Background: an optimization exercise with open tools, aiming at small area, a short achievable clock period and few clock cycles per item. Do not read the settings as production practice. Where RTL was checked, it was by simulation tests only, not by an equivalence proof against the original. No functional check of the RTL was part of runs 3 and 4. The flow treats the clock pin as an ideal source, which a real chip does not have. No activity file was given, so power comes from the tool's default toggle rates.

$ cat design.v
`default_nettype none
package psd_pkg;
	localparam int SLOT_COUNT_DEF = 16;
	localparam int PAGE_W   = 32;
	localparam int STATUS_W = 3;
	localparam int SLOT_W   = 4;
	typedef enum logic {
		OP_GET    = 1'b0,
		OP_REMOVE = 1'b1
	} op_t;
	typedef enum logic [STATUS_W-1:0] {
		ST_HIT     = 3'd0,
		ST_LOAD    = 3'd1,
		ST_FULL    = 3'd2,
		ST_REMOVED = 3'd3,
		ST_ABSENT  = 3'd4
	} status_t;
	typedef enum logic {
		S_IDLE    = 1'b0,
		S_RESOLVE = 1'b1
	} state_t;
	typedef struct packed {
		logic capture;
		logic resolve;
	} psd_cmd_t;
endpackage
`default_nettype wire
`default_nettype none
module psd_ctrl (
	input  wire logic              clk,
	input  wire logic              arst_n,
	input  wire logic              start,
	output logic                   busy,
	output psd_pkg::psd_cmd_t      cmd
);
	logic res_q;
	always_ff @(posedge clk or negedge arst_n) begin
		if (!arst_n) begin
			res_q <= 1'b0;
		end else begin
			res_q <= start;
		end
	end
	assign busy        = 1'b0;
	assign cmd.capture = start;
	assign cmd.resolve = res_q;
endmodule
`default_nettype wire
`default_nettype none
module psd_datapath #(
	parameter int SLOT_COUNT = psd_pkg::SLOT_COUNT_DEF
) (
	input  wire logic                          clk,
	input  wire logic                          arst_n,
	input  wire psd_pkg::psd_cmd_t             cmd,
	input  wire logic                          operation,
	input  wire logic [psd_pkg::PAGE_W-1:0]    page_id,
	output logic                               done,
	output logic [psd_pkg::STATUS_W-1:0]       status,
	output logic [psd_pkg::SLOT_W-1:0]         slot
);
	localparam int IDX_W = (SLOT_COUNT > 1) ? $clog2(SLOT_COUNT) : 1;
	logic [SLOT_COUNT-1:0]           valid_q;
	logic [psd_pkg::PAGE_W-1:0]      page_q [SLOT_COUNT];
	logic                            op_r;
	logic [psd_pkg::PAGE_W-1:0]      page_r;
	logic [SLOT_COUNT-1:0]           match_r;   
	logic                            same_r;    
	logic                            prev_present;
	logic [SLOT_COUNT-1:0]           prev_onehot;
	logic [SLOT_COUNT-1:0]           match;
	logic [SLOT_COUNT-1:0]           first_free;
	logic [SLOT_COUNT-1:0]           valid_hit;
	logic [SLOT_COUNT-1:0]           valid_miss;
	logic                            below_full;
	logic                            hit_any;
	logic                            free_any;
	logic [IDX_W-1:0]                cmp_idx;
	logic [IDX_W-1:0]                hit_idx;
	logic [IDX_W-1:0]                free_idx;
	logic [psd_pkg::STATUS_W-1:0]    status_d;
	logic [psd_pkg::SLOT_W-1:0]      slot_d;
	logic                            done_q;
	logic [psd_pkg::STATUS_W-1:0]    status_q;
	logic [psd_pkg::SLOT_W-1:0]      slot_q;
	always_ff @(posedge clk) begin
		op_r   <= operation;
		page_r <= page_id;
		same_r <= cmd.resolve && (page_id == page_r);
		for (int k = 0; k < SLOT_COUNT; k++) begin
			match_r[k] <= valid_q[k] && (page_q[k] == page_id);
		end
	end
	always_comb begin
		prev_present = (status_q == psd_pkg::ST_HIT) || (status_q == psd_pkg::ST_LOAD);
		for (int k = 0; k < SLOT_COUNT; k++) begin
			prev_onehot[k] = prev_present && (slot_q == psd_pkg::SLOT_W'(k));
		end
	end
	always_comb begin
		match   = same_r ? prev_onehot : match_r;
		hit_any = same_r ? prev_present : |match_r;
		cmp_idx = '0;
		for (int k = 0; k < SLOT_COUNT; k++) begin
			if (match_r[k]) begin
				cmp_idx = cmp_idx | IDX_W'(k);
			end
		end
		hit_idx  = same_r ? IDX_W'(slot_q) : cmp_idx;
		free_idx = '0;
		for (int k = SLOT_COUNT - 1; k >= 0; k--) begin
			if (!valid_q[k]) begin
				free_idx = IDX_W'(k);
			end
		end
		below_full = 1'b1;
		for (int k = 0; k < SLOT_COUNT; k++) begin
			first_free[k] = !valid_q[k] && below_full;
			below_full    = below_full && valid_q[k];
		end
		free_any = !(&valid_q);
	end
	always_comb begin
		status_d = psd_pkg::ST_ABSENT;
		slot_d   = '0;
		if (op_r == psd_pkg::OP_GET) begin
			if (hit_any) begin
				status_d = psd_pkg::ST_HIT;
				slot_d   = psd_pkg::SLOT_W'(hit_idx);
			end else if (free_any) begin
				status_d = psd_pkg::ST_LOAD;
				slot_d   = psd_pkg::SLOT_W'(free_idx);
			end else begin
				status_d = psd_pkg::ST_FULL;
			end
		end else begin
			if (hit_any) begin
				status_d = psd_pkg::ST_REMOVED;
				slot_d   = psd_pkg::SLOT_W'(hit_idx);
			end
		end
	end
	always_comb begin
		for (int k = 0; k < SLOT_COUNT; k++) begin
			valid_hit[k]  = valid_q[k] && !(cmd.resolve && (op_r == psd_pkg::OP_REMOVE) && match[k]);
			valid_miss[k] = valid_q[k] || (cmd.resolve && (op_r == psd_pkg::OP_GET) && first_free[k]);
		end
	end
	always_ff @(posedge clk or negedge arst_n) begin
		if (!arst_n) begin
			valid_q <= '0;
		end else begin
			valid_q <= hit_any ? valid_hit : valid_miss;
		end
	end
	always_ff @(posedge clk) begin
		for (int k = 0; k < SLOT_COUNT; k++) begin
			if (!valid_q[k]) begin
				page_q[k] <= page_r;
			end
		end
	end
	always_ff @(posedge clk or negedge arst_n) begin
		if (!arst_n) begin
			done_q <= 1'b0;
		end else begin
			done_q <= cmd.resolve;
		end
	end
	always_ff @(posedge clk) begin
		status_q <= status_d;
		slot_q   <= slot_d;
	end
	assign done   = done_q;
	assign status = status_q;
	assign slot   = slot_q;
endmodule
`default_nettype wire
`default_nettype none
module page_slot_directory_top #(
	parameter int SLOT_COUNT = psd_pkg::SLOT_COUNT_DEF
) (
	input  wire logic                          clk,
	input  wire logic                          arst_n,
	input  wire logic                          start,
	output logic                               busy,
	input  wire logic                          operation,
	input  wire logic [psd_pkg::PAGE_W-1:0]    page_id,
	output logic                               done,
	output logic [psd_pkg::STATUS_W-1:0]       status,
	output logic [psd_pkg::SLOT_W-1:0]         slot
);
	psd_pkg::psd_cmd_t cmd;
	psd_ctrl u_ctrl (
		.clk    (clk),
		.arst_n (arst_n),
		.start  (start),
		.busy   (busy),
		.cmd    (cmd)
	);
	psd_datapath #(
		.SLOT_COUNT (SLOT_COUNT)
	) u_datapath (
		.clk       (clk),
		.arst_n    (arst_n),
		.cmd       (cmd),
		.operation (operation),
		.page_id   (page_id),
		.done      (done),
		.status    (status),
		.slot      (slot)
	);
endmodule
`default_nettype wire
$ cat flow/run.sh
#!/bin/bash
set -euo pipefail
here=$(cd "$(dirname "$0")" && pwd)
args=("BUFFER_PORTS_ARGS=-buffer_cell sky130_fd_sc_hd__buf_4" "MATCH_CELL_FOOTPRINT=0")
export BUFFER_PORTS_ARGS="-buffer_cell sky130_fd_sc_hd__buf_4"
export MATCH_CELL_FOOTPRINT=0
if [[ -f "$here/cts_args" ]]; then
  export CTS_ARGS="$(tr '\n' ' ' < "$here/cts_args")"
  args+=("CTS_ARGS=$CTS_ARGS")
fi
bash standard.sh "${args[@]}" finish > flow_make.log 2>&1
$ cat flow/cts_args
-sink_clustering_enable -repair_clock_nets -sink_clustering_size 30 -sink_clustering_max_diameter 50 -dont_use_dummy_load
$ cat standard.sh
#!/bin/bash
# synth_recipe.tcl (not shown) runs the flow's synth.tcl, then flattens the netlist and writes it again
# the make line also repeats each setting of config.mk as NAME=value (left out here)
make -C /OpenROAD-flow-scripts/flow DESIGN_CONFIG=/design/flow/config.mk WORK_HOME=/design/flow/orfs CLKGATE_MAP_FILE= SYNTH_SCRIPT=/design/flow/synth_recipe.tcl "${@:-finish}"
$ cat config.mk
export PLATFORM = sky130hd
export DESIGN_NAME = page_slot_directory_top
export DESIGN_NICKNAME = page_slot_directory_top
export VERILOG_FILES = /design/flow/design.v
export SDC_FILE = /design/flow/constraint.sdc
export NUM_CORES = 4
export LEC_CHECK = 0
export CAP_MARGIN = 20
export CORE_MARGIN = 2
export CORE_UTILIZATION = 72
export PLACE_DENSITY = 0.8
export SETUP_SLACK_MARGIN = 3.2
export SLEW_MARGIN = 20
$ cat constraint.sdc
create_clock -name core_clock -period 5.0 [get_ports {clk}]
set_input_delay 1.0000 -clock core_clock [delete_from_list [all_inputs] [get_ports {clk}]]
set_output_delay 1.0000 -clock core_clock [all_outputs]
set_load 0.01 [all_outputs]
==> impl_metrics.csv, run 1 <==
group,metric,value,unit
finish,fin_area,27360,um^2
routing,ant_nets,0,
power,total_leakage_power,9.489,nW
yosys,synthTopCellsByCount,"edfxtp_1 (512), xor2_1 (496), nor4_1 (117)",
finish,area_delta_synth_final,12.45,%
run_status,status,"complete, no violations",
placed_design,io_buffers,43,
run,max_cap_violations,0,
die,dieArea,35270,um^2
worst_setup_path,cp-start-kind,"input port",
worst_setup_path,worstPathArrival,2.50,ns
power,power.density,376.6,nW/um^2
sta,fin_setup_tns,0,ns
placed_design,dp.cells,2032,
placed_design,postPlaceCellArea,25230,um^2
grt,first_global_vias,14320,
grt,gr-usage-all-layers,41.26,%
grt,grt_overflow,0,
sta,max_freq,0.4876,GHz
yosys,synth_edf_count,512,
cts,cts_num_sinks,587,
yosys,yosysMostFrequentCell,"edfxtp_1",
worst_setup_path,path_cells,"buf_8 > xor2_1 > nor4_2 > nand4_1 > nor3_1",
sta,grt_setup_unrepaired,"yes",
yosys,muxShareOfSynthArea,0.08744,%
grt,grt_pass1_wl,100.9,mm
routing,first_pass_iters,5,
sta,finalCriticalPeriod,2.051,ns
routing,drc_errors,0,
yosys,ys_warn_count,3,
worst_setup_path,critPathSlowestCell,"nor4_2",
sta,max_slew_margin,58.03,%
die,rows,67,
yosys,synthesis.area,24330,um^2
worst_setup_path,crit_path_max_incr_delay,0.56,ns
placed_design,place_congestion,0.9068,
yosys,async_flop_share,3.066,%
routing,wirelength,71.73,mm
finish,instances_no_fill,2096,
worst_setup_path,critPathKind,"in -> reg",
sta,fin_ws,2.949,ns
yosys,seq_area_frac_synth,69.74,%
grt,grt_max_degree,38,
yosys,synth-simple-area-share,6.527,%
worst_setup_path,crit_fanout,18,
sta,period_share,41.01,%
sta,setup_violations,0,
die,die_height,187.8,um
yosys,syn_area_per_cell,15.52,um^2
die,start_util,72.91,%
power,ir_worst_vdd,0.3802,mV
grt,antenna_found_initial,4,
worst_setup_path,required,5.45,ns
yosys,ys_ff_latch,587,
yosys,yosysTopAreaCellShare,63.20,%
routing,drt_iter0_drc,2154,
yosys,synth_ff_type,"edfxtp_1",
die,ios,45,
routing,viasPerCell,6.906,
sta,hold_viol,0,
cts,cts.path.max_buffers,3,
sta,slew_viol_final,0,
cts,cts.reportedPaths.clkPinSlew,0.08,ns
finish,drive_gt1_share,16.09,%
die,coreArea,33360,um^2
yosys,synth_area_leaders,"edfxtp_1 (63%), xor2_1 (18%), dfxtp_1 (4.7%)",
cts,tritoncts,"done",
routing,routed-via-count,14480,
yosys,synth_fa_ha_area_share,0,%
worst_hold_path,hp-class,"in -> async",
finish,fin_nets,1685,
sta,fin_skew,0.05253,ns
sta,hold_ws,0.3180,ns
yosys,mappedNetlistNets,1603,
cts,cts_hold_buf,0,
cts,cts_max_level,2,
yosys,synth_compound_area_share,2.294,%
yosys,synth_cells,1567,
yosys,ys_types,57,
placed_design,dp_hpwl,41.61,mm
yosys,synth-xor-area-share,19.41,%
cts,clk_latency,0.56,ns
yosys,synth_top_family_by_area,"XOR/XNOR gates",
die,die_x,187.8,um
cts,cts_buffers,44,
sta,worst_slew_pin_slew,0.6279,ns
cts,cts-root-buf,"clkbuf_16",
placed_design,pre_cts_ws,1.813,ns
yosys,synth_top_cell_by_area,"edfxtp_1",
worst_setup_path,worstSetupEndpointType,"flip-flop",
routing,routedWlPerCell,34.22,um
==> power by group <==
part           internal [mW]  leakage [nW]  switching, mW
sequential              5.73          5.45          0.189
clock                   1.55         0.542           1.53
combinational          0.406          3.49          0.887
==> logic make-up after synthesis <==
kind of cell	count (synthesis)
flops	587
xor+xnor	539
simple gates	264
buf+inv	97
compound gates	77
mux	2
other cells	1
==> final cells by class <==
| type | count | area, um^2 |
|---|---|---|
| Clock buffer | 44 | 1101 |
| Timing Repair Buffer | 105 | 1089 |
| Fill cell | 1733 | 6010 |
| Sequential cell | 587 | 17010 |
| Inverter | 27 | 120.1 |
| Antenna cell | 1 | 2.502 |
| Timing Repair inverter | 1 | 7.507 |
| Tap cell | 448 | 560.5 |
| Multi-Input combinational cell | 883 | 7465 |
==> flip-flops by register name (all words and copies together), names as in the netlist <==
signal / cells
u_ctrl.res_q: 1
u_datapath.done_q: 1
u_datapath.match_r: 16
u_datapath.op_r: 1
u_datapath.page_q: 512
u_datapath.page_r: 32
u_datapath.same_r: 1
u_datapath.slot_q: 4
u_datapath.status_q: 3
u_datapath.valid_q: 16
==> metrics by stage <==
stage | power [mW] | utilization, %
final | 10.30 | 81.99
after global routing | 10.52 | 81.98
after CTS | 10.19 | 81.01
after detailed placement | 7.103 | 75.63
after global placement | 7.070 | 75.61
after floorplan | 6.686 | -
==> timing repair <==
item,4_1_cts,5_1_grt
gates cloned,1,0
gates resized for setup,142,52
setup buffers,10,8
endpoints found under the setup margin,64,53
pin swaps,15,16
==> layer usage <==
layer	track usage [%]	part of all wire, %	vias up
met4	23.96	7.1	0
met3	7.805	13	269
met1	56.19	35	7197
met5	0	0	-
met2	63.38	45	1170
li1	-	-	5839
==> worst max-delay path: cells and delay by family <==
| family | cells | cell delay [ns] |
|---|---|---|
| xor+xnor | 1 | 0.19 |
| simple gates | 3 | 1.13 |
| buf+inv | 1 | 0.16 |
==> final timing paths <==
kind,startpoint,endpoint,slack (ns),cells past startpoint
min reg2reg,u_datapath.page_q[2][3]$_DFFE_PN_,u_datapath.match_r[2]$_DFF_P_,0.57,3
max,page_id[25],u_datapath.match_r[10]$_DFF_P_,2.95,5
min in group core_clock,operation,u_datapath.op_r$_DFF_P_,0.56,1
min,arst_n,u_datapath.valid_q[13]$_DFF_PN0_,0.32,1
max reg2reg,u_datapath.match_r[5]$_DFF_P_,u_datapath.valid_q[3]$_DFF_PN0_,3.21,5
max in group asynchronous,arst_n,u_datapath.valid_q[7]$_DFF_PN0_,4.41,1
==> cell usage in the layout (no fill, tap or decap), types with 8 or more instances in the layout <==
master and n:
edfxtp_1 512, xor2_1 495, nor4_1 68, buf_4 61, clkbuf_16 44, dfxtp_1 43
nor4_2 40, nand3_1 35, xnor2_1 35, nor3_1 30, nand4_1 28, buf_8 26
inv_1 20, o21ai_1 18, nor4_4 12, nand2_1 12, buf_6 12, dfrtp_1 11
a22oi_1 8
Testbench counts, summed over its fixed seeds: cycles 16,016, items 16,000.
==> inputs of run 2 (changes only) <==
==> flow/cts_args (replaced) <==
-sink_clustering_enable -repair_clock_nets -sink_clustering_size 36 -sink_clustering_max_diameter 50 -dont_use_dummy_load
--- a/config.mk
+++ b/config.mk
@@ -7,7 +7,7 @@
 export LEC_CHECK = 0
 export CAP_MARGIN = 20
 export CORE_MARGIN = 2
-export CORE_UTILIZATION = 72
-export PLACE_DENSITY = 0.8
-export SETUP_SLACK_MARGIN = 3.2
+export CORE_UTILIZATION = 68
+export PLACE_DENSITY = 0.78
+export SETUP_SLACK_MARGIN = 3.3
 export SLEW_MARGIN = 20
==> run 2 against run 1 <==
  * First-iteration DRC count grew 8.6%
  * Synthesized area is the same
  * Combinational power grew 26%
  * Maximum frequency grew 1.1%
  * Final cell count grew 5.4%
  * Clock-buffer cell count shrank 1
  * Sequential share of layout area shrank 4.8 points
  * Global-route usage grew 1.5 points
  * Final area grew 8.5%
  * Critical path type is now reg -> out
  * Highest routed layer is now met5
==> impl_metrics.csv, run 2 <==
group,metric,value,unit
grt,grt_pass1_wl,107.6,mm
sta,grt_setup_unrepaired,"yes",
sta,max_freq,0.4931,GHz
finish,final_common_cell,"edfxtp_1",
routing,wirelength,81.69,mm
cts,cts_buffers,43,
finish,fin_nets,1786,
finish,final_cell_mix,"edfxtp_1 (512), xor2_1 (469), buf_4 (127), nor4_2 (57), clkbuf_16 (54)",
yosys,mappedNetlistNets,1603,
worst_setup_path,critPathSlowestCell,"dfrtp_1",
cts,cts-root-buf,"clkbuf_16",
cts,cts_num_sinks,587,
cts,clk_latency,0.56,ns
cts,cts_max_level,2,
cts,cts.reportedPaths.clkPinSlew,0.06,ns
worst_setup_path,path_cells,"buf_6",
yosys,ys_ff_latch,587,
die,die_height,193.1,um
routing,drc_errors,0,
yosys,synth_compound_area_share,2.294,%
run_status,status,"complete, no violations",
yosys,synth-xor-area-share,19.41,%
grt,antenna_found_initial,3,
finish,final_core_util,83.84,%
placed_design,io_buffers,43,
yosys,synth_top_family_by_area,"XOR/XNOR gates",
placed_design,place_congestion,0.9151,
sta,worst_slew_pin_slew,0.6024,ns
worst_setup_path,crit_family,"flip-flops",
finish,area_delta_synth_final,21.99,%
grt,grt_overflow,0,
worst_setup_path,crit_fanout,1,
die,dieArea,37310,um^2
sta,hold_viol,0,
routing,routedWlPerCell,36.98,um
routing,first_pass_iters,5,
routing,drt_iter0_drc,2339,
yosys,synth-simple-area-share,6.527,%
run,max_cap_violations,0,
worst_setup_path,critPathKind,"reg -> out",
yosys,syn_area_per_cell,15.52,um^2
die,ios,45,
yosys,synth_area_leaders,"edfxtp_1 (63%), xor2_1 (18%), dfxtp_1 (4.7%)",
yosys,synth_top_cell_by_area,"edfxtp_1",
sta,hold_ws,0.3311,ns
worst_hold_path,hp-class,"in -> async",
cts,tritoncts,"done",
sta,slew_viol_final,0,
placed_design,postPlaceCellArea,25240,um^2
finish,largest_reg_flops,512,
sta,setup_violations,0,
routing,routed-via-count,15600,
yosys,muxShareOfSynthArea,0.08744,%
grt,grt_max_degree,38,
yosys,synth_ff_type,"edfxtp_1",
placed_design,pre_cts_ws,1.948,ns
yosys,synthesis.area,24330,um^2
finish,top_register,"u_datapath.page_q",
yosys,synthTopCellsByCount,"edfxtp_1 (512), xor2_1 (496), nor4_1 (117)",
sta,fin_ws,2.972,ns
worst_setup_path,rrSetupSlack,3.27,ns
die,die_x,193.1,um
finish,fin_area,29680,um^2
worst_setup_path,cp-start-kind,"flip-flop",
finish,drive_gt1_share,26.43,%
sta,fin_skew,0.03552,ns
worst_setup_path,worstSetupEndpointType,"output pin",
power,power,10.66,mW
finish,largestRegisters,"u_datapath.page_q: 512 flops, u_datapath.page_r: 32 flops",
placed_design,dp_hpwl,42.66,mm
die,rows,69,
yosys,ys_types,57,
worst_setup_path,critPathBufInv,1,
yosys,synth_cells,1567,
sta,finalCriticalPeriod,2.028,ns
grt,first_global_vias,14640,
cts,cts.path.max_buffers,3,
placed_design,dp.cells,2042,
worst_setup_path,required,4.00,ns
sta,max_slew_margin,59.70,%
yosys,synth_fa_ha_area_share,0,%
worst_setup_path,worstPathArrival,1.03,ns
grt,gr-usage-all-layers,42.75,%
worst_setup_path,crit_path_max_incr_delay,0.37,ns
yosys,ys_warn_count,3,
yosys,synth_edf_count,512,
yosys,async_flop_share,3.066,%
yosys,seq_area_frac_synth,69.74,%
worst_setup_path,crit_start,"u_datapath.done_q$_DFF_PN0_",
routing,viasPerCell,7.062,
die,coreArea,35400,um^2
yosys,yosysMostFrequentCell,"edfxtp_1",
finish,antenna_cells,0,
power,total_leakage_power,10.37,nW
sta,fin_setup_tns,0,ns
power,power.density,359.3,nW/um^2
yosys,yosysTopAreaCellShare,63.20,%
power,ir_worst_vdd,0.3121,mV
die,start_util,68.73,%
sta,period_share,40.56,%
finish,instances_no_fill,2209,
worst_setup_path,r2r-start,"u_datapath.page_r[8]$_DFF_P_",
routing,ant_nets,0,
run 2: worst paths after layout:
kind,to,cells after the start
max,done,1
min,u_datapath.valid_q[7]$_DFF_PN0_,1
max reg2reg,u_datapath.same_r$_DFF_P_,5
min reg2reg,u_datapath.page_q[1][0]$_DFFE_PN_,0
max in group asynchronous,u_datapath.valid_q[3]$_DFF_PN0_,1
min in group core_clock,u_datapath.page_q[1][0]$_DFFE_PN_,0
run 2: timing repair:
action | in CTS | in global routing
gates resized for setup | 272 | 127
endpoints found under the setup margin | 132 | 44
pin swaps | 70 | 79
hold buffers | 0 | 0
gates cloned | 10 | 4
buffers inserted | 70 | 40
run 2: report_power, final:
part           switching, mW  leakage [nW]  internal [mW]
sequential             0.217          5.45           5.73
clock                   1.57         0.530           1.52
combinational           1.04          4.39          0.590
run 2: logic make-up (layout without fill, tap and decap cells):
kind of cell / after synthesis / after routing
DFF: 587 / 587
other: 1 / 1
xor gates and xnor gates: 539 / 539
AOI/OAI and AO/OA: 77 / 78
muxes: 2 / 2
buffers and inverters: 97 / 277
and+or+nand+nor: 264 / 264
run 2: layout make-up:
| class | count | area [um^2] |
|---|---|---|
| flip-flops and latches | 587 | 17020 |
| multi-input cells | 884 | 8374 |
| well taps | 461 | 576.8 |
| inverters | 27 | 126.4 |
| fillers | 1683 | 5719 |
| repair buffers | 205 | 2486 |
| clock buffers | 43 | 1076 |
| repair inverters | 2 | 15.01 |
run 2: layer usage:
metal | track usage [%] | share of wire [%]
met2 | 65.60 | 46
met3 | 10.86 | 14
met1 | 56.42 | 32
met4 | 24.10 | 7.7
met5 | 0 | 0.015
==> inputs of run 3 (changes only) <==
--- a/design.v
+++ b/design.v
@@ -61,6 +61,7 @@
 );
 	localparam int IDX_W = (SLOT_COUNT > 1) ? $clog2(SLOT_COUNT) : 1;
 	logic [SLOT_COUNT-1:0]           valid_q;
+	logic [SLOT_COUNT-1:0]           free_q;    
 	logic [psd_pkg::PAGE_W-1:0]      page_q [SLOT_COUNT];
 	logic                            op_r;
 	logic [psd_pkg::PAGE_W-1:0]      page_r;
@@ -154,10 +155,12 @@
 		end
 	end
 	always_ff @(posedge clk) begin
-		for (int k = 0; k < SLOT_COUNT; k++) begin
-			if (!valid_q[k]) begin
-				page_q[k] <= page_r;
-			end
+		free_q <= ~(hit_any ? valid_hit : valid_miss);
+	end
+	always_ff @(posedge clk) begin
+		for (int k = 0; k < SLOT_COUNT; k++) begin
+			page_q[k] <= (page_q[k] & {psd_pkg::PAGE_W{valid_q[k]}})
+			           | (page_r & {psd_pkg::PAGE_W{free_q[k]}});
 		end
 	end
 	always_ff @(posedge clk or negedge arst_n) begin
==> flow/cts_args (replaced) <==
-sink_clustering_enable -repair_clock_nets -sink_clustering_size 44 -sink_clustering_max_diameter 60 -dont_use_dummy_load
--- a/config.mk
+++ b/config.mk
@@ -7,7 +7,7 @@
 export LEC_CHECK = 0
 export CAP_MARGIN = 20
 export CORE_MARGIN = 2
-export CORE_UTILIZATION = 68
-export PLACE_DENSITY = 0.78
-export SETUP_SLACK_MARGIN = 3.3
+export CORE_UTILIZATION = 65
+export PLACE_DENSITY = 0.75
+export SETUP_SLACK_MARGIN = 3.2
 export SLEW_MARGIN = 20
==> run 3 against run 2 <==
  * Still clean on timing, DRC and antenna
  * Clock skew is 0.0035 ns higher
  * Register-to-register slack lost 0.20 ns
  * First-iteration DRC count rose by 34%
  * Synthesized area increased by 2.6%
  * Critical path type unchanged
  * Critical endpoint unchanged
  * Largest cell class unchanged
  * Highest routed layer is now met4
==> impl_metrics.csv, run 3 <==
group,metric,value,unit
worst_setup_path,worstPathArrival,1.05,ns
grt,gr-usage-all-layers,42.04,%
routing,first_pass_iters,6,
finish,n_fill_cell,2543,
worst_setup_path,critPathSlowestCell,"dfrtp_1",
yosys,synth_area_leaders,"dfxtp_1 (47%), a22o_1 (18%), xnor2_1 (15%)",
sta,slew_viol_final,0,
finish,final_cell_mix,"dfxtp_1 (563), a22o_1 (511), xnor2_1 (400), buf_4 (129), nand4_1 (115)",
finish,top_register,"u_datapath.page_q",
yosys,ys_warn_count,3,
yosys,ys_types,53,
worst_setup_path,crit_path_max_incr_delay,0.37,ns
worst_setup_path,reg2reg_depth,6,
yosys,synth_ff_type,"dfxtp_1",
sta,max_freq,0.4886,GHz
worst_setup_path,worstSetupEndpointType,"output pin",
worst_setup_path,critPathBufInv,1,
sta,fin_skew,0.03899,ns
worst_setup_path,rrSetupSlack,3.07,ns
finish,instances_no_fill,2764,
placed_design,dp.cells,2628,
cts,cts_max_level,2,
sta,period_share,40.93,%
yosys,yosysTopAreaCellShare,46.94,%
sta,max_slew_margin,47.62,%
sta,hold_viol,0,
worst_setup_path,crit_family,"flip-flops",
grt,first_global_vias,18350,
worst_setup_path,r2r-start,"u_datapath.match_r[5]$_DFF_P_",
worst_setup_path,crit_path_end,"done",
finish,final_common_cell,"dfxtp_1",
yosys,mappedNetlistNets,2298,
finish,fin_nets,2290,
worst_setup_path,r2r-end,"u_datapath.free_q[4]$_DFF_P_",
power,ir_worst_vdd,0.4066,mV
sta,setup_violations,0,
yosys,ys_ff_latch,603,
yosys,seq_area_frac_synth,48.75,%
finish,fin_area,28330,um^2
placed_design,dp_hpwl,46.23,mm
die,die_x,199.9,um
routing,routed-via-count,19450,
placed_design,io_buffers,43,
routing,viasPerCell,7.038,
cts,tritoncts,"done",
worst_setup_path,cp-start-kind,"flip-flop",
grt,grt_pass1_wl,122.0,mm
sta,worst_slew_pin_slew,0.7847,ns
grt,grt_overflow,0,
placed_design,postPlaceCellArea,25230,um^2
die,die_height,199.9,um
cts,cts.reportedPaths.clkPinSlew,0.07,ns
finish,area_delta_synth_final,13.56,%
routing,drc_errors,0,
die,ios,45,
worst_setup_path,cp.depth,1,
cts,cts_buffers,38,
finish,drive_gt1_share,16.61,%
worst_hold_path,hp-class,"in -> async",
yosys,synth_top_cell_by_area,"dfxtp_1",
routing,ant_nets,0,
worst_setup_path,path_cells,"buf_6",
cts,cts.path.max_buffers,3,
routing,drt_iter0_drc,3129,
finish,final_core_util,75.04,%
run_status,status,"complete, no violations",
yosys,async_flop_share,2.985,%
sta,grt_setup_unrepaired,"yes",
die,rows,71,
cts,cts_num_sinks,603,
grt,antenna_found_initial,1,
power,power.density,551.4,nW/um^2
cts,clk_latency,0.57,ns
finish,seq_area,12220,um^2
sta,finalCriticalPeriod,2.047,ns
sta,fin_setup_tns,0,ns
die,coreArea,37760,um^2
cts,cts-root-buf,"clkbuf_16",
placed_design,place_congestion,0.9216,
yosys,synth_cells,2262,
worst_setup_path,crit_start,"u_datapath.done_q$_DFF_PN0_",
power,total_leakage_power,11.34,nW
worst_setup_path,critPathKind,"reg -> out",
yosys,yosysMostFrequentCell,"dfxtp_1",
finish,multi_input_area,12110,um^2
die,dieArea,39960,um^2
yosys,synthesis.area,24950,um^2
run,max_cap_violations,0,
yosys,syn_area_per_cell,11.03,um^2
worst_setup_path,crit_fanout,1,
yosys,synth_edf_count,0,
worst_setup_path,required,4.00,ns
routing,wirelength,86.30,mm
finish,largest_reg_flops,512,
die,start_util,66.08,%
finish,largestRegisters,"u_datapath.page_q: 512 flops, u_datapath.page_r: 32 flops",
yosys,synthTopCellsByCount,"dfxtp_1 (585), a22o_1 (511), xnor2_1 (440)",
routing,routedWlPerCell,31.22,um
grt,grt_max_degree,41,
==> run 3: through the flow <==
| step | hold WS [ns] | setup WS, ns | power [mW] |
|---|---|---|---|
| finish | 0.3032 | 2.954 | 15.62 |
| global route | 0.3201 | 2.920 | 16.22 |
| CTS | 0.3011 | 2.941 | 15.30 |
| detailed placement | 0.4731 | 1.999 | 12.23 |
| global placement | 0.4723 | 2.024 | 12.08 |
| floorplan | 0.3519 | 2.968 | 11.23 |
==> run 3: what timing repair did <==
item | 4_1_cts | 5_1_grt
hold buffers | 0 | 0
pin swaps | 8 | 30
buffers inserted | 39 | 52
gates cloned | 4 | 2
resized for setup | 194 | 91
endpoints found under the setup margin | 63 | 52
==> run 3: layer usage <==
layer	vias to the layer above	track usage, %	share of wire, %
li1	8128	-	-
met1	9541	56.23	38
met2	1452	62.59	43
met3	332	9.644	13
met4	0	24.42	6.9
met5	-	0	0
==> run 3: final cells by class <==
class,count,share of cell area [%]
sequential,603,43.13
multi-input combinational,1400,42.75
timing repair buffer,198,8.312
clock buffer,38,3.356
tap,511,2.257
inverter,13,0.1855
antenna,1,0.008833
==> run 3: kinds of logic (layout without fill, tap and decap cells) <==
family | Yosys count | count (layout) | synth area share [%]
DFF | 603 | 603 | 48.75
other | 1 | 2 | 0.01503
and+or+nand+nor | 263 | 263 | 6.455
AOI/OAI and AO/OA | 596 | 596 | 20.15
xor gates and xnor gates | 540 | 540 | 19.26
buffers and inverters | 259 | 249 | 5.371
==> run 3: worst min-delay path by stage <==
stage	from	endpoint	slack [ns]	cells after the start
global placement	u_datapath.page_q[14][18]$_DFF_P_	u_datapath.page_q[14][18]$_DFF_P_	0.47	1
floorplan	u_ctrl.res_q$_DFF_PN0_	u_datapath.done_q$_DFF_PN0_	0.35	0
detailed placement	u_datapath.page_q[9][19]$_DFF_P_	u_datapath.page_q[9][19]$_DFF_P_	0.47	1
finish	arst_n	u_datapath.done_q$_DFF_PN0_	0.30	1
global route	arst_n	u_datapath.valid_q[0]$_DFF_PN0_	0.32	1
CTS	arst_n	u_datapath.done_q$_DFF_PN0_	0.30	1
==> run 3: report_power, final <==
part           switching [mW]  internal, mW
sequential               1.47          6.61
clock                    1.59          1.35
combinational            1.89          2.71
total                    4.96          10.7
==> inputs of run 4 (changes only) <==
--- a/config.mk
+++ b/config.mk
@@ -9,5 +9,5 @@
 export CORE_MARGIN = 2
 export CORE_UTILIZATION = 65
 export PLACE_DENSITY = 0.75
-export SETUP_SLACK_MARGIN = 3.2
+export SETUP_SLACK_MARGIN = 3.0
 export SLEW_MARGIN = 20
==> run 4 against run 3 <==
  * Still clean on timing, DRC and antenna
  * Die area unchanged
  * Maximum frequency down 2.3%
  * First-iteration DRC count down 18%
  * Clock-buffer cell count shrank 2
  * Global-route usage down 0.66 points
  * Sequential power decreased by 0.6%
  * Final area decreased by 5.4%
  * Via count shrank 2.7%
  * Non-clock buffer count decreased by 76
  * Total power shrank 2.0%
==> impl_metrics.csv, run 4 <==
group,metric,value,unit
worst_setup_path,required,4.00,ns
power,ir_worst_vdd,0.4606,mV
yosys,synthTopCellsByCount,"dfxtp_1 (585), a22o_1 (511), xnor2_1 (440)",
finish,final_common_cell,"dfxtp_1",
worst_setup_path,crit_path_end,"slot[3]",
worst_setup_path,crit_fanout,2,
yosys,yosysTopAreaCellShare,46.94,%
sta,slew_viol_final,0,
placed_design,pre_cts_ws,2.083,ns
worst_setup_path,crit_start,"u_datapath.slot_q[3]$_DFF_P_",
cts,cts_num_sinks,603,
finish,n_fill_cell,2741,
sta,hold_viol,0,
yosys,seq_area_frac_synth,48.75,%
cts,tritoncts,"done",
worst_setup_path,cp.depth,1,
worst_setup_path,critPathBufInv,1,
placed_design,postPlaceCellArea,25240,um^2
worst_hold_path,hp-class,"in -> async",
placed_design,io_buffers,43,
finish,top_register,"u_datapath.page_q",
run,max_cap_violations,0,
die,rows,71,
die,die_height,199.9,um
die,die_x,199.9,um
finish,multi_input_area,11730,um^2
yosys,synth_ff_type,"dfxtp_1",
finish,largestRegisters,"u_datapath.page_q: 512 flops, u_datapath.page_r: 32 flops",
yosys,ys_ff_latch,603,
routing,viasPerCell,7.044,
finish,seq_area,12200,um^2
grt,gr-usage-all-layers,41.38,%
finish,area_delta_synth_final,7.392,%
routing,routedWlPerCell,30.91,um
worst_setup_path,path_cells,"buf_6",
worst_setup_path,r2r-start,"u_datapath.status_q[2]$_SDFF_PN0_",
cts,cts.path.max_buffers,3,
worst_setup_path,critPathSlowestCell,"dfxtp_4",
grt,first_global_vias,17550,
yosys,ys_types,53,
placed_design,dp_hpwl,47.19,mm
routing,first_pass_iters,6,
sta,worst_slew_pin_slew,0.8159,ns
grt,grt_pass1_wl,119.7,mm
sta,fin_setup_tns,0,ns
worst_setup_path,worstPathArrival,1.10,ns
finish,fin_nets,2212,
worst_setup_path,rrSetupSlack,3.04,ns
yosys,synth_cells,2262,
worst_setup_path,cp-start-kind,"flip-flop",
cts,cts.reportedPaths.clkPinSlew,0.08,ns
cts,cts_max_level,2,
placed_design,place_congestion,0.8851,
worst_setup_path,critPathKind,"reg -> out",
yosys,synth_top_cell_by_area,"dfxtp_1",
cts,clk_latency,0.61,ns
finish,final_core_util,70.96,%
die,dieArea,39960,um^2
sta,fin_skew,0.07975,ns
routing,routed-via-count,18930,
grt,grt_max_degree,41,
yosys,synthesis.area,24950,um^2
routing,drc_errors,0,
sta,finalCriticalPeriod,2.095,ns
sta,setup_violations,0,
grt,grt_overflow,0,
cts,cts-root-buf,"clkbuf_16",
worst_setup_path,r2r-end,"u_datapath.free_q[0]$_DFF_P_",
yosys,synth_area_leaders,"dfxtp_1 (47%), a22o_1 (18%), xnor2_1 (15%)",
sta,period_share,41.90,%
sta,max_freq,0.4773,GHz
worst_setup_path,reg2reg_depth,5,
die,start_util,66.08,%
die,ios,45,
yosys,synth_edf_count,0,
routing,drt_iter0_drc,2558,
run_status,status,"complete, no violations",
finish,largest_reg_flops,512,
yosys,syn_area_per_cell,11.03,um^2
sta,fin_ws,2.905,ns
cts,cts_buffers,36,
worst_setup_path,worstSetupEndpointType,"output pin",
power,power.density,571.2,nW/um^2
sta,max_slew_margin,45.61,%
yosys,async_flop_share,2.985,%
worst_setup_path,crit_path_max_incr_delay,0.38,ns
grt,antenna_found_initial,2,
finish,fin_area,26790,um^2
routing,wirelength,83.05,mm
sta,grt_setup_unrepaired,"yes",
finish,final_cell_mix,"dfxtp_1 (570), a22o_1 (511), xnor2_1 (416), nand4_1 (115), xor2_1 (90)",
routing,ant_nets,0,
yosys,ys_warn_count,3,
die,coreArea,37760,um^2
finish,drive_gt1_share,10.95,%
yosys,yosysMostFrequentCell,"dfxtp_1",
worst_setup_path,crit_family,"flip-flops",
yosys,mappedNetlistNets,2298,
power,total_leakage_power,10.56,nW
## run 4: worst min path at each step
stage | end | cells past startpoint
2_1_floorplan | u_datapath.done_q$_DFF_PN0_ | 0
3_3_place_gp | u_datapath.page_q[14][3]$_DFF_P_ | 1
3_5_place_dp | u_datapath.page_q[14][9]$_DFF_P_ | 1
4_1_cts | u_datapath.valid_q[3]$_DFF_PN0_ | 1
5_1_grt | u_datapath.valid_q[3]$_DFF_PN0_ | 1
6_report | u_datapath.valid_q[3]$_DFF_PN0_ | 1
## run 4: final cells by class
type                       instances  area share, %
tap                              511          2.386
sequential                       603          45.52
multi-input combinational       1400          43.79
inverter                          13         0.1961
clock buffer                      36          3.362
timing repair buffer             122          4.726
antenna                            2        0.01868
## run 4: per-layer routing
metal | global-route usage [%] | up-vias | wire length (um)
met1 | 55.17 | 9398 | 32250
met4 | 22.96 | 0 | 4696
li1 | - | 7988 | -
met2 | 61.15 | 1272 | 36150
met5 | 0 | - | 0
met3 | 11.06 | 270 | 9951
## run 4: repair_timing
item / in CTS / in global routing
gates resized for setup: 55 / 73
endpoints found under the setup margin: 44 / 40
setup buffers: 9 / 10
hold buffers: 0 / 0
pin swaps: 1 / 5
## run 4: stage by stage
stage	hold slack (ns)	instances	power, mW
final	0.2677	2687	15.30
after global routing	0.2790	2686	15.93
after CTS	0.2614	2675	15.13
after detailed placement	0.4731	2630	12.24
after global placement	0.4667	2630	12.08
after floorplan	0.3519	2262	11.23
## run 4: cell families (layout without fill, tap and decap cells)
kind of cell	count (synthesis)	in the layout	share of synthesized area, %
buffers and inverters	259	171	5.371
AOI/OAI and AO/OA	596	596	20.15
and+or+nand+nor	263	263	6.455
other	1	3	0.01503
xor gates and xnor gates	540	540	19.26
DFF	603	603	48.75
## run 4: where the power goes
| part | leakage [nW] | internal (mW) | switching [mW] |
|---|---|---|---|
| sequential | 5.10 | 6.61 | 1.42 |
| clock | 0.444 | 1.29 | 1.59 |
| combinational | 5.02 | 2.57 | 1.83 |
## run 4: worst reg2reg max path: cells and delay by family (launching register included)
kind,cells,cell delay (ns)
AO/OA/AOI/OAI,3,0.82
AND/OR/NAND/NOR,2,0.61
flip-flops,1,0.36
==> inputs of run 5 (changes only) <==
--- a/design.v
+++ b/design.v
@@ -61,7 +61,6 @@
 );
 	localparam int IDX_W = (SLOT_COUNT > 1) ? $clog2(SLOT_COUNT) : 1;
 	logic [SLOT_COUNT-1:0]           valid_q;
-	logic [SLOT_COUNT-1:0]           free_q;    
 	logic [psd_pkg::PAGE_W-1:0]      page_q [SLOT_COUNT];
 	logic                            op_r;
 	logic [psd_pkg::PAGE_W-1:0]      page_r;
@@ -155,12 +154,10 @@
 		end
 	end
 	always_ff @(posedge clk) begin
-		free_q <= ~(hit_any ? valid_hit : valid_miss);
-	end
-	always_ff @(posedge clk) begin
-		for (int k = 0; k < SLOT_COUNT; k++) begin
-			page_q[k] <= (page_q[k] & {psd_pkg::PAGE_W{valid_q[k]}})
-			           | (page_r & {psd_pkg::PAGE_W{free_q[k]}});
+		for (int k = 0; k < SLOT_COUNT; k++) begin
+			if (!valid_q[k]) begin
+				page_q[k] <= page_r;
+			end
 		end
 	end
 	always_ff @(posedge clk or negedge arst_n) begin
==> flow/cts_args (replaced) <==
-sink_clustering_enable -repair_clock_nets -sink_clustering_size 40 -sink_clustering_max_diameter 70 -dont_use_dummy_load
--- a/config.mk
+++ b/config.mk
@@ -8,6 +8,6 @@
 export CAP_MARGIN = 20
 export CORE_MARGIN = 2
 export CORE_UTILIZATION = 65
-export PLACE_DENSITY = 0.75
-export SETUP_SLACK_MARGIN = 3.0
+export PLACE_DENSITY = 0.8
+export SETUP_SLACK_MARGIN = 3.1
 export SLEW_MARGIN = 20
==> run 5 against run 4 <==
  * Global-route usage shrank 4.7 points
  * Non-clock buffer count shrank 22
  * Core utilization grew 1.8 points
  * Final cell count shrank 22%
  * Sequential cell count shrank 16
  * Register-to-register slack gained 0.10 ns
  * Synthesized area shrank 2.5%
  * Critical path type unchanged
==> impl_metrics.csv, run 5 <==
group,metric,value,unit
yosys,synth_top_family_by_area,"XOR/XNOR gates",
sta,max_freq,0.4805,GHz
placed_design,dp.cells,2050,
placed_design,postPlaceCellArea,25180,um^2
worst_setup_path,critPathBufInv,1,
routing,viasPerCell,6.766,
yosys,synth_cells,1567,
yosys,synth_compound_area_share,2.294,%
finish,fin_area,26710,um^2
worst_setup_path,critPathKind,"reg -> out",
cts,clk_latency,0.64,ns
cts,cts_hold_buf,0,
sta,period_share,41.62,%
sta,finalCriticalPeriod,2.081,ns
yosys,muxShareOfSynthArea,0.08744,%
yosys,synthTopCellsByCount,"edfxtp_1 (512), xor2_1 (496), nor4_1 (117)",
die,die_x,197.5,um
cts,cts-root-buf,"clkbuf_16",
yosys,yosysMostFrequentCell,"edfxtp_1",
worst_setup_path,crit_fanout,1,
yosys,synth_area_leaders,"edfxtp_1 (63%), xor2_1 (18%), dfxtp_1 (4.7%)",
cts,cts_buffers,30,
die,die_height,197.5,um
finish,antenna_cells,0,
cts,cts.path.max_buffers,3,
yosys,ys_types,57,
routing,drc_errors,0,
finish,largest_reg_flops,512,
worst_hold_path,hp-class,"in -> async",
sta,grt_setup_unrepaired,"yes",
placed_design,pre_cts_ws,1.984,ns
yosys,yosysTopAreaCellShare,63.20,%
die,ios,45,
worst_setup_path,cp-start-kind,"flip-flop",
sta,worst_slew_pin_slew,0.6213,ns
yosys,synth_edf_count,512,
cts,tritoncts,"done",
yosys,synth-simple-area-share,6.527,%
worst_setup_path,r2r-start,"u_datapath.match_r[6]$_DFF_P_",
run,max_cap_violations,0,
yosys,ys_ff_latch,587,
finish,final_cell_mix,"edfxtp_1 (512), xor2_1 (494), nor4_1 (80), buf_4 (59)",
die,start_util,66.29,%
routing,wirelength,70.21,mm
power,ir_worst_vdd,0.3941,mV
grt,antenna_found_initial,1,
routing,routed-via-count,14180,
sta,fin_skew,0.09251,ns
grt,grt_max_degree,38,
worst_setup_path,path_cells,"buf_6",
worst_setup_path,worstPathArrival,1.08,ns
worst_setup_path,rrSetupSlack,3.14,ns
grt,grt_overflow,0,
routing,ant_nets,0,
yosys,synth_ff_type,"edfxtp_1",
sta,fin_setup_tns,0,ns
sta,slew_viol_final,0,
sta,setup_violations,0,
worst_setup_path,crit_path_max_incr_delay,0.38,ns
finish,final_common_cell,"edfxtp_1",
yosys,async_flop_share,3.066,%
finish,drive_gt1_share,12.71,%
grt,first_global_vias,13890,
worst_setup_path,required,4.00,ns
sta,fin_ws,2.919,ns
cts,cts.reportedPaths.clkPinSlew,0.09,ns
yosys,synthesis.area,24330,um^2
cts,cts_max_level,1,
die,rows,70,
yosys,synth-xor-area-share,19.41,%
yosys,seq_area_frac_synth,69.74,%
die,dieArea,38990,um^2
finish,area_delta_synth_final,9.813,%
grt,gr-usage-all-layers,36.70,%
finish,fin_nets,1666,
power,total_leakage_power,9.228,nW
routing,drt_iter0_drc,1937,
worst_setup_path,critPathSlowestCell,"dfrtp_1",
worst_setup_path,worstSetupEndpointType,"output pin",
sta,max_slew_margin,57.98,%
yosys,syn_area_per_cell,15.52,um^2
run_status,status,"complete, no violations",
finish,n_fill_cell,2255,
placed_design,dp_hpwl,41.50,mm
worst_setup_path,r2r-end,"u_datapath.valid_q[15]$_DFF_PN0_",
routing,first_pass_iters,7,
die,coreArea,36700,um^2
worst_setup_path,reg2reg_depth,4,
yosys,synth_fa_ha_area_share,0,%
yosys,synth_top_cell_by_area,"edfxtp_1",
placed_design,io_buffers,43,
power,power.density,360.2,nW/um^2
worst_setup_path,crit_family,"flip-flops",
placed_design,place_congestion,0.9256,
routing,routedWlPerCell,33.50,um
grt,grt_pass1_wl,98.31,mm
finish,largestRegisters,"u_datapath.page_q: 512 flops, u_datapath.page_r: 32 flops",
yosys,ys_warn_count,3,
cts,cts_num_sinks,587,
finish,top_register,"u_datapath.page_q",
sta,hold_viol,0,
yosys,mappedNetlistNets,1603,
finish,instances_no_fill,2096,
-- run 5: changes by cell type in the layout (fill, tap and decap cells not counted), moves of 34 or more --
cell / delta
a22o_1: -510
xor2_1: +404
edfxtp_1: +512
nand4_1: -87
dfxtp_1: -527
xnor2_2: -34
xnor2_1: -373
nor4_1: +35
-- run 5: kinds of logic (layout without fill, tap and decap cells) --
group	count (synthesis)	in the layout
flip-flops	587	587
XOR/XNOR	539	539
AND/OR/NAND/NOR	264	264
buffers and inverters	97	158
AO/OA/AOI/OAI	77	77
multiplexers	2	2
other	1	1
-- run 5: metrics by stage --
step | utilization (%) | power [mW] | hold WS [ns]
floorplan | - | 6.679 | 0.4485
global placement | 68.61 | 7.044 | 0.4391
detailed placement | 68.63 | 7.082 | 0.4497
CTS | 72.23 | 9.571 | 0.2688
global route | 72.80 | 9.852 | 0.2859
finish | 72.80 | 9.623 | 0.2736
-- run 5: timing repair --
item | in CTS | in global routing
buffers inserted | 11 | 4
pin swaps | 7 | 7
gates resized for setup | 112 | 34
setup endpoints to repair | 38 | 29
cloned | 1 | 0
-- run 5: per-layer routing --
layer  GRT usage (%)  vias up  routed length [um]
met2           58.70     1014               33130
li1                -     5798                   -
met5               0        -                   0
met3           6.215      209                8052
met1           48.52     7160               24510
met4           20.16        0                4513
-- run 5: how the worst max path moves through the flow --
stage,endpoint,slack [ns],cells after the start,startpoint
final,done,2.92,1,u_datapath.done_q$_DFF_PN0_
after global routing,done,2.90,1,u_datapath.done_q$_DFF_PN0_
after CTS,done,2.91,1,u_datapath.done_q$_DFF_PN0_
after detailed placement,u_datapath.match_r[11]$_DFF_P_,1.98,5,page_id[2]
after global placement,u_datapath.match_r[12]$_DFF_P_,1.99,5,page_id[11]
after floorplan,u_datapath.same_r$_DFF_P_,2.98,6,page_id[17]
-- run 5: power by group --
| part | total [mW] | internal [mW] | switching, mW |
|---|---|---|---|
| clock | 2.48 | 1.06 | 1.42 |
| combinational | 1.22 | 0.390 | 0.830 |
| sequential | 5.92 | 5.73 | 0.191 |
| total | 9.62 | 7.18 | 2.44 |
-- run 5: area by class of cell --
| class | count | area [um^2] | area share (%) |
|---|---|---|---|
| Sequential cell | 587 | 17010 | 63.67 |
| Tap cell | 468 | 585.6 | 2.192 |
| Timing Repair inverter | 1 | 7.507 | 0.02810 |
| Clock buffer | 30 | 750.7 | 2.810 |
| Multi-Input combinational cell | 883 | 7256 | 27.16 |
| Inverter | 27 | 110.1 | 0.4122 |
| Timing Repair Buffer | 100 | 996.0 | 3.728 |
Testbench counts of run 5, summed over its fixed seeds: cycles 16,016, items 16,000.
==> inputs of run 6 (changes only) <==
==> flow/cts_args (replaced) <==
-sink_clustering_enable -repair_clock_nets -sink_clustering_size 44 -sink_clustering_max_diameter 60 -dont_use_dummy_load -balance_levels
--- a/config.mk
+++ b/config.mk
@@ -8,6 +8,6 @@
 export CAP_MARGIN = 20
 export CORE_MARGIN = 2
 export CORE_UTILIZATION = 65
-export PLACE_DENSITY = 0.8
+export PLACE_DENSITY = 0.75
 export SETUP_SLACK_MARGIN = 3.1
 export SLEW_MARGIN = 20
==> run 6 against run 5 <==
  * Sequential cell count is the same
  * Highest routed layer unchanged
  * Critical path type unchanged
  * Final cell count is essentially flat
  * Largest power group unchanged
  * Total power grew 2.9%
==> impl_metrics.csv, run 6 <==
group,metric,value,unit
finish,multi_input_area,7347,um^2
grt,use_met1,52.00,%
power,p_switching,2.483,mW
placed_design,place_congestion,0.9478,
sta,grt_setup_unrepaired,"yes",
worst_setup_path,critPathSlowestCell,"dfrtp_1",
cts,cts.reportedPaths.clkPinSlew,0.09,ns
finish,drive_gt1_share,12.73,%
sta,hold_viol,0,
power,comb_power_share,12.0,%
finish,largestRegisters,"u_datapath.page_q: 512 flops, u_datapath.page_r: 32 flops",
yosys,synth_area_leaders,"edfxtp_1 (63%), xor2_1 (18%), dfxtp_1 (4.7%)",
routing,first_pass_iters,6,
power,switching_share,25.07,%
sta,worst_slew_pin_slew,1.026,ns
yosys,async_flop_share,3.066,%
die,die_height,197.5,um
sta,slew_viol_final,0,
run_status,status,"complete, no violations",
yosys,synth_cells,1567,
power,ir_worst_vdd,0.4178,mV
sta,period_share,40.72,%
routing,viasPerCell,6.680,
cts,cts-root-buf,"clkbuf_16",
yosys,synthesis.area,24330,um^2
finish,seq_area,17000,um^2
finish,final_common_cell,"edfxtp_1",
run,max_cap_violations,0,
die,start_util,66.29,%
finish,fin_nets,1664,
cts,cts_num_sinks,587,
cts,cts_hold_buf,0,
worst_setup_path,critPathBufInv,1,
grt,use_met3,5.549,%
cts,tritoncts,"done",
yosys,synth_top_cell_by_area,"edfxtp_1",
worst_setup_path,cp-start-kind,"flip-flop",
worst_setup_path,crit_path_max_incr_delay,0.37,ns
yosys,yosysMostFrequentCell,"edfxtp_1",
power,power.density,368.2,nW/um^2
worst_setup_path,crit_fanout,1,
placed_design,postPlaceCellArea,25180,um^2
worst_setup_path,worstPathArrival,1.04,ns
yosys,syn_area_per_cell,15.52,um^2
finish,area_delta_synth_final,10.58,%
power,p_clk_share,28.3,%
cts,cts.path.max_buffers,3,
cts,clk_latency,0.57,ns
power,power,9.905,mW
yosys,seq_area_frac_synth,69.74,%
cts,cts_buffers,37,
finish,final_cell_mix,"edfxtp_1 (512), xor2_1 (496), nor4_1 (75), buf_4 (49), dfxtp_1 (44)",
die,die_x,197.5,um
finish,top_register,"u_datapath.page_q",
grt,use_met2,57.86,%
die,ios,45,
placed_design,dp_hpwl,42.43,mm
grt,gr-usage-all-layers,37.31,%
grt,top_usage_layer,"met2",
worst_setup_path,crit_family,"flip-flops",
worst_setup_path,worstSetupEndpointType,"output pin",
yosys,ys_warn_count,3,
routing,routedWlPerCell,33.89,um
power,p_int,7.422,mW
grt,first_global_vias,13480,
die,coreArea,36700,um^2
routing,ant_nets,0,
routing,drt_iter0_drc,1918,
routing,routed-via-count,13990,
sta,fin_setup_tns,0,ns
die,rows,70,
grt,antenna_found_initial,1,
sta,max_slew_margin,31.51,%
placed_design,io_buffers,43,
grt,grt_pass1_wl,98.95,mm
cts,cts_max_level,2,
yosys,synth_ff_type,"edfxtp_1",
sta,finalCriticalPeriod,2.036,ns
finish,largest_reg_flops,512,
finish,antenna_cells,0,
worst_setup_path,critPathKind,"reg -> out",
worst_hold_path,hp-class,"in -> async",
grt,grt_overflow,0,
worst_setup_path,required,4.00,ns
worst_setup_path,path_cells,"buf_6",
finish,fin_area,26900,um^2
power,total_leakage_power,9.266,nW
sta,fin_skew,0.04095,ns
power,pwr-share-seq,59.7,%
yosys,ys_types,57,
die,dieArea,38990,um^2
yosys,ys_ff_latch,587,
sta,max_freq,0.4912,GHz
yosys,synth_edf_count,512,
yosys,mappedNetlistNets,1603,
finish,n_fill_cell,2325,
yosys,yosysTopAreaCellShare,63.20,%
routing,drc_errors,0,
yosys,synthTopCellsByCount,"edfxtp_1 (512), xor2_1 (496), nor4_1 (117)",
sta,setup_violations,0,
routing,wirelength,70.97,mm
grt,grt_max_degree,38,
==> run 6: logic make-up after synthesis <==
group                  Yosys count  synth area share (%)
AND/OR/NAND/NOR                264                 6.527
other                            1               0.01541
AO/OA/AOI/OAI                   77                 2.294
multiplexers                     2               0.08743
buffers and inverters           97                 1.929
flip-flops                     587                 69.74
XOR/XNOR                       539                 19.41
==> run 6: power by group through the flow <==
stage                     clock (mW)  combinational, mW  sequential (mW)
after floorplan                    0              0.684             6.00
after global placement             0               1.03             6.01
after detailed placement           0               1.05             6.03
after CTS                       2.82               1.14             5.91
after global routing            2.95               1.25             5.94
final                           2.80               1.18             5.92
==> run 6: timing repair <==
item                                    4_1_cts  5_1_grt
cloned                                        1        0
setup buffers                                 8        0
endpoints found under the setup margin       38       52
gates resized for setup                     108       50
pin swaps                                     4        7
==> run 6: path summary, 6_finish.rpt <==
| check | start | depth (start not counted) | endpoint | slack (ns) |
|---|---|---|---|---|
| setup reg to reg | u_datapath.valid_q[2]$_DFF_PN0_ | 4 | u_datapath.valid_q[10]$_DFF_PN0_ | 3.06 |
| hold reg to reg | u_datapath.page_r[18]$_DFF_P_ | 0 | u_datapath.page_q[15][18]$_DFFE_PN_ | 0.51 |
| hold / removal | arst_n | 1 | u_datapath.valid_q[14]$_DFF_PN0_ | 0.29 |
| max in group asynchronous | arst_n | 1 | u_datapath.valid_q[11]$_DFF_PN0_ | 4.46 |
| min in group core_clock | u_datapath.page_r[18]$_DFF_P_ | 0 | u_datapath.page_q[15][18]$_DFFE_PN_ | 0.51 |
| setup / recovery | u_datapath.done_q$_DFF_PN0_ | 1 | done | 2.96 |
==> run 6: final cells by class <==
class | instances | area share (%)
clock buffers | 37 | 3.442
inverters | 27 | 0.4279
multi-input cells | 883 | 27.31
flip-flops and latches | 587 | 63.20
well taps | 468 | 2.177
repair inverters | 1 | 0.02791
repair buffers | 91 | 3.414
==> run 6: per-stage QoR <==
step | worst slack [ns] | std cells | hold slack (ns) | util, %
floorplan | 2.979 | 1567 | 0.4485 | -
global placement | 1.916 | 2048 | 0.5355 | 68.61
detailed placement | 1.831 | 2048 | 0.5317 | 68.61
CTS | 2.954 | 2094 | 0.2912 | 72.72
global route | 2.952 | 2094 | 0.3075 | 73.30
finish | 2.964 | 2094 | 0.2887 | 73.30
==> run 6: metal layers <==
| metal | vias to the layer above | share of wire, % |
|---|---|---|
| met2 | 991 | 46 |
| met5 | - | 0 |
| li1 | 5797 | - |
| met4 | 0 | 6.0 |
| met1 | 7010 | 37 |
| met3 | 190 | 12 |
==> inputs of run 7 (changes only) <==
==> flow/cts_args (replaced) <==
-sink_clustering_enable -repair_clock_nets -sink_clustering_size 30 -sink_clustering_max_diameter 45 -dont_use_dummy_load
==> run 7 against run 6 <==
  * Still clean on timing, DRC and antenna
  * Combinational power about the same
  * Final cell count up 0.67%
  * Clock skew up 0.040 ns
  * Worst hold slack better by 0.015 ns
  * Final area up 0.87%
  * Worst setup slack better by 0.0062 ns
  * Wire length up 0.97%
  * Clock-buffer cell count up 12
  * Synthesized cell count unchanged
  * Sequential share of layout area down 0.54 points
  * Sequential power about the same
==> impl_metrics.csv, run 7 <==
group,metric,value,unit
die,dieArea,38990,um^2
yosys,ys_types,57,
placed_design,dp_hpwl,42.43,mm
sta,hold_viol,0,
worst_setup_path,cp-start-kind,"flip-flop",
routing,routedWlPerCell,34.00,um
routing,drc_errors,0,
power,p_switching,2.585,mW
worst_setup_path,critPathBufInv,1,
grt,grt_pass1_wl,99.42,mm
routing,routed-via-count,14150,
die,rows,70,
placed_design,dp.cells,2048,
die,die_x,197.5,um
yosys,synth_edf_count,512,
worst_setup_path,crit_family,"flip-flops",
sta,setup_violations,0,
routing,viasPerCell,6.711,
finish,n_fill_cell,2279,
sta,max_slew_margin,33.77,%
routing,wirelength,71.66,mm
placed_design,io_buffers,43,
worst_setup_path,required,4.00,ns
finish,final_core_util,73.94,%
power,comb_power_share,11.3,%
sta,finalCriticalPeriod,2.030,ns
grt,grt_overflow,0,
worst_setup_path,r2r-start,"u_datapath.valid_q[2]$_DFF_PN0_",
finish,final_common_cell,"edfxtp_1",
run,max_cap_violations,0,
worst_setup_path,crit_path_max_incr_delay,0.37,ns
cts,cts.path.max_buffers,3,
placed_design,place_congestion,0.9478,
yosys,ys_ff_latch,587,
cts,tritoncts,"done",
yosys,synth_area_leaders,"edfxtp_1 (63%), xor2_1 (18%), dfxtp_1 (4.7%)",
grt,grt_max_degree,38,
power,p_clk_share,31.8,%
finish,fin_nets,1677,
finish,top_register,"u_datapath.page_q",
sta,grt_setup_unrepaired,"yes",
sta,fin_setup_tns,0,ns
yosys,ys_warn_count,3,
routing,first_pass_iters,5,
yosys,yosysMostFrequentCell,"edfxtp_1",
worst_setup_path,critPathKind,"reg -> out",
yosys,yosysTopAreaCellShare,63.20,%
finish,drive_gt1_share,13.48,%
power,total_leakage_power,9.399,nW
power,pwr-share-seq,56.9,%
worst_setup_path,r2r-end,"u_datapath.slot_q[0]$_DFF_P_",
worst_setup_path,path_cells,"buf_6",
sta,slew_viol_final,0,
sta,max_freq,0.4927,GHz
cts,clk_latency,0.61,ns
sta,period_share,40.59,%
yosys,synth_top_cell_by_area,"edfxtp_1",
sta,fin_ws,2.970,ns
grt,first_global_vias,13630,
run_status,status,"complete, no violations",
yosys,async_flop_share,3.066,%
sta,hold_ws,0.3034,ns
die,start_util,66.29,%
cts,cts_buffers,49,
die,ios,45,
die,coreArea,36700,um^2
cts,cts_num_sinks,587,
worst_setup_path,crit_fanout,1,
power,switching_share,24.84,%
yosys,synthTopCellsByCount,"edfxtp_1 (512), xor2_1 (496), nor4_1 (117)",
yosys,mappedNetlistNets,1603,
yosys,synthesis.area,24330,um^2
yosys,synth_ff_type,"edfxtp_1",
routing,ant_nets,0,
finish,instances_no_fill,2108,
grt,gr-usage-all-layers,37.57,%
placed_design,pre_cts_ws,1.831,ns
cts,cts_max_level,2,
cts,cts.reportedPaths.clkPinSlew,0.06,ns
cts,cts_hold_buf,0,
sta,fin_skew,0.08078,ns
worst_setup_path,rrSetupSlack,3.11,ns
finish,area_delta_synth_final,11.54,%
yosys,synth_cells,1567,
worst_setup_path,worstPathArrival,1.03,ns
worst_setup_path,critPathSlowestCell,"dfrtp_1",
finish,final_cell_mix,"edfxtp_1 (512), xor2_1 (496), nor4_1 (75), buf_4 (52), clkbuf_16 (49)",
sta,worst_slew_pin_slew,0.9920,ns
routing,drt_iter0_drc,2146,
cts,cts-root-buf,"clkbuf_16",
finish,largestRegisters,"u_datapath.page_q: 512 flops, u_datapath.page_r: 32 flops",
power,p_int,7.823,mW
worst_setup_path,crit_start,"u_datapath.done_q$_DFF_PN0_",
yosys,syn_area_per_cell,15.52,um^2
worst_setup_path,worstSetupEndpointType,"output pin",
power,ir_worst_vdd,0.3219,mV
die,die_height,197.5,um
worst_setup_path,reg2reg_depth,5,
yosys,seq_area_frac_synth,69.74,%
worst_hold_path,hp-class,"in -> async",
grt,antenna_found_initial,0,
power,power.density,383.6,nW/um^2
finish,largest_reg_flops,512,
## run 7: cell types whose count changed in the layout (fill, tap and decap cells not counted), sizes merged
cell and delta:
clkbuf +12, buf +1, diode +1
## run 7: cell type report
class                      instances  area [um^2]  area share (%)
antenna                            1        2.502        0.009222
tap                              468        585.6           2.158
multi-input combinational        883         7317           26.97
sequential                       587        17000           62.66
inverter                          27        110.1          0.4058
timing repair inverter             1        5.005         0.01844
clock buffer                      49         1226           4.519
timing repair buffer              92        884.6           3.260
## run 7: cells by family (layout without fill, tap and decap cells)
family | Yosys count | in the layout | synth area share [%]
multiplexers | 2 | 2 | 0.08743
AND/OR/NAND/NOR | 264 | 264 | 6.527
XOR/XNOR | 539 | 539 | 19.41
buffers and inverters | 97 | 169 | 1.929
flip-flops | 587 | 587 | 69.74
other | 1 | 2 | 0.01541
AO/OA/AOI/OAI | 77 | 77 | 2.294
## run 7: timing repair
action | CTS | global route
resized for setup | 100 | 42
buffers inserted | 9 | 0
pin swaps | 3 | 6
cloned | 1 | 0
endpoints found under the setup margin | 40 | 34
## run 7: routing by layer
| layer | routed length, um | track usage (%) | vias up |
|---|---|---|---|
| met5 | 0 | 0 | - |
| met4 | 3733 | 18.30 | 0 |
| met3 | 8170 | 6.539 | 187 |
| met2 | 33160 | 58.62 | 956 |
| met1 | 26600 | 51.92 | 7165 |
| li1 | - | - | 5838 |
## run 7: power by group through the flow
stage | clock, mW | combinational, mW | sequential (mW)
after floorplan | 0 | 0.684 | 6.00
after global placement | 0 | 1.03 | 6.01
after detailed placement | 0 | 1.05 | 6.03
after CTS | 3.31 | 1.14 | 5.92
after global routing | 3.46 | 1.24 | 5.95
final | 3.31 | 1.18 | 5.92
## run 7: how the worst max path moves through the flow
stage / to / depth (start not counted) / slack (ns)
finish: done / 1 / 2.97
global route: done / 1 / 2.94
CTS: done / 1 / 2.95
detailed placement: u_datapath.match_r[2]$_DFF_P_ / 5 / 1.83
global placement: u_datapath.match_r[2]$_DFF_P_ / 5 / 1.92
floorplan: u_datapath.same_r$_DFF_P_ / 6 / 2.98
## run 7: through the flow
stage	area, um^2	total power [mW]
final	27130	10.41
after global routing	27130	10.65
after CTS	26940	10.37
after detailed placement	25180	7.074
after global placement	25180	7.044
after floorplan	24980	6.679

[static timing again, ports no longer ideal]
The results above use ideal ports. As a check the final layouts listed here were re-extracted and re-timed, cells and wires unchanged.
Step 1: set_driving_cell puts a clkbuf_16 on clk and a buf_2 on each other input, an assumption about the parent block.
Step 2 times the ports against the registers' clock, not the clock port: input delays grow and output delays shrink by t, the midpoint of the rising clock arrivals with the driver on.
Three values: ideal ports, drivers, drivers and shift; two values: the first two.
| run | t (ns) | setup slack, ns | slew at the worst register clock pin (ns) | worst data-port slew with drivers (ns) |
|---|---|---|---|---|
| run 1 | 0.600 | 2.949 / 2.920 / 2.365 | 0.09 / 0.09 | 0.08 |
| run 2 | 0.600 | 2.972 / 2.916 / 2.481 | 0.09 / 0.09 | 0.23 |
| run 3 | 0.609 | 2.953 / 2.900 / 2.521 | 0.10 / 0.10 | 0.11 |
| run 4 | 0.622 | 2.905 / 2.849 / 2.370 | 0.10 / 0.10 | 0.09 |
| run 5 | 0.655 | 2.919 / 2.858 / 2.415 | 0.12 / 0.12 | 0.09 |
| run 6 | 0.609 | 2.964 / 2.907 / 2.476 | 0.10 / 0.10 | 0.06 |
| run 7 | 0.625 | 2.970 / 2.914 / 2.456 | 0.09 / 0.09 | 0.07 |
After both steps setup and hold are still met in every run listed. For run 1, which loses most, drivers alone change the setup slack by -0.029 ns; drivers and shift together by -0.584 ns.
